This is an optimization exercise on Yosys and OpenROAD, whose aim is small area, a short achievable clock period and few clock cycles, not a production implementation. The RTL was checked by simulation tests, not by an equivalence proof against the original design. No activity file was given, so power comes from the tool's default toggle rates.

## sliding_window_median_filter
module sliding_window_median_filter (
    input  logic                                 clk,
    input  logic                                 rst_n,
    input  logic                                 cfg_wr_en,
    input  logic [swmf_pkg::CFG_BITS-1:0]        cfg_wr_data,
    input  logic                                 s_axis_tvalid,
    output logic                                 s_axis_tready,
    input  logic [swmf_pkg::SAMPLE_BITS-1:0]     s_axis_tdata,   
    input  logic                                 s_axis_tuser,   
    input  logic                                 s_axis_tlast,   
    output logic                                 m_axis_tvalid,
    input  logic                                 m_axis_tready,
    output logic [swmf_pkg::SAMPLE_BITS-1:0]     m_axis_tdata,   
    output logic                                 m_axis_tlast    
);
make LEC_CHECK=0 CAP_MARGIN=30 CELL_PAD_IN_SITES_DETAIL_PLACEMENT=1 CELL_PAD_IN_SITES_GLOBAL_PLACEMENT=2 CORE_MARGIN=2 CORE_UTILIZATION=42 CTS_CLUSTER_DIAMETER=100 CTS_CLUSTER_SIZE=20 PLACE_DENSITY=0.56 SETUP_SLACK_MARGIN=3.6 SLEW_MARGIN=30 finish   # period 7.2 ns
run.sh (not shown) runs the stock make flow with config.mk's settings and CLKGATE_MAP_FILE= SYNTH_SCRIPT=/design/flow/synth_recipe.tcl, a recipe that flattens the netlist after the stock synthesis.
Testbench counts at the start, summed over its fixed seeds: cycles 9,929.
Edit:
--- a/flow/design.v
+++ b/flow/design.v
@@ -217,16 +217,17 @@
     logic                          last_c;
     logic [SB-1:0]                 s_c;
     logic [WB-1:0]                 win_c;
     logic [WB-1:0]                 win_u;        
     logic [IB-1:0]                 med_rank;
     logic [MW-1:0]                 hit_reg;      
     logic [MW-1:0]                 old_oh;       
     logic [MW-1:0]                 old_oh_nx;    
+    logic [IB-1:0]                 next_rank_reg;  
     logic [MW-1:0]                 pend_oh;      
     logic                          pend_v;       
     logic                          pend_gt;      
     logic                          pend_le;      
     logic                          pend_gt2;     
     logic [IB-1:0]                 xor_reg;
     logic [IB-1:0]                 res_reg;
     logic                          res_in;
@@ -369,25 +370,29 @@
         end
         old_oh_next = old_oh_nx;
         old_oh_next2[0] = |(old_oh_next & last_mask);
         for (int i = 1; i < MW; i++)
         begin
             old_oh_next2[i] = old_oh_next[i-1] && !last_mask[i-1];
         end
         byp_le = !swmf_pkg::gt_signed(s_c, s_b);
-        next_rank = '0;
         next_le   = 1'b0;
         next2_le  = 1'b0;
         for (int i = 0; i < MW; i++)
         begin
-            next_rank = next_rank | (old_oh_next[i] ? cell_rank[i] : '0);
             next_le   = next_le | (old_oh_next[i] && cell_le[i]);
             next2_le  = next2_le | (old_oh_next2[i] && cell_le[i]);
         end
+        next_rank = '0;
+        for (int i = 0; i < MW; i++)
+        begin
+            next_rank = next_rank
+                        | ((upd_push ? old_oh_next2[i] : old_oh_next[i]) ? cell_rank_upd[i] : '0);
+        end
         free_rank = IB'(swmf_pkg::xor_upto(WB'(MW))) ^ xor_reg ^ (res_in ? res_reg : '0);
         xor_next  = '0;
         for (int i = 0; i < MW; i++)
         begin
             xor_next = xor_next ^ ((old_oh[i] || pend_oh[i]) ? '0 : cell_rank_upd[i]);
         end
         med_any = !(pend_v && (free_rank == med_rank));
         med_or  = '0;
@@ -442,17 +447,17 @@
             .cmp_sample   ((i % 2 == 0) ? s_b : ~s_bn),
             .cmp_bypass   (v_c && (start_c || old_oh[i])),
             .cmp_byp_le   (byp_le),
             .cmp_en       (adv),
             .upd_push     (upd_push && act_mask[i]),
             .upd_start    (upd_start),
             .upd_write    (old_oh[i]),
             .upd_sample   (s_c),
-            .upd_next_rank(next_rank),
+            .upd_next_rank(next_rank_reg),
             .upd_gt_new   (next_le),
             .pend_gt_next (pend_gt2),
             .pend_gt_now  (pend_gt),
             .pend         (pend_oh[i]),
             .pend_rank    (pend_rank),
             .idx          (IB'(i)),
             .ent_value    (cell_val[i]),
             .ent_rank     (cell_rank[i]),
@@ -529,16 +534,17 @@
             last_c  <= final_push;
             s_c     <= s_b;
             win_c   <= win_b;
             pend_le <= byp_le;
             last_d  <= last_c;
             s_d     <= s_c;
         end
         xor_reg <= xor_next;
+        next_rank_reg <= upd_start ? IB'(2) : next_rank;
         hit_reg <= hit_next;
         res_reg <= pend_rank;
         res_in  <= |pend_oh && !(|(pend_oh & old_oh));
         if (upd_start)
         begin
             win_u    <= win_c;
             med_rank <= med_rank_new;
             old_oh   <= (win_c == WB'(1)) ? MW'(1) : MW'(2);
Effect: Critical path depth rose by 5; final area fell slightly; count of clock-buffer cells in the layout rose by 3; core utilization fell by 1.2 points; final cell count fell slightly; global-route usage fell by 3.8 points; non-clock buffer count fell by 120; register-to-register slack gets worse by 0.05 ns; sequential share of layout area rose by 0.78 points; power fell slightly.
Testbench counts after the change, summed over its fixed seeds: cycles 9,929.

==> what the ideal ports hide <==
No port has a modelled driver above. Below, the same layouts with a new extraction and two added sets of constraints.
Step 1 assumes that a clkbuf_16 drives the clock port and a buf_2 every other input.
Step 2 moves the port delays by t, midway between the first and last clock arrival at a register: inputs arrive t later, outputs are due t later. That takes back most of the time a late clock gives input paths.
Three values: ideal ports, drivers, drivers and shift; two values: the first two.
| run | shift t [ns] | setup WS [ns] | clock arrival spread, ns | pins driven straight from the clock port |
|---|---|---|---|---|
| the first run | 0.943 | 3.445 / 3.445 / 3.445 | 0.076 / 0.076 | 1 |
| the second run | 0.923 | 3.398 / 3.398 / 3.398 | 0.070 / 0.070 | 1 |
After both steps every run listed still meets setup and hold.
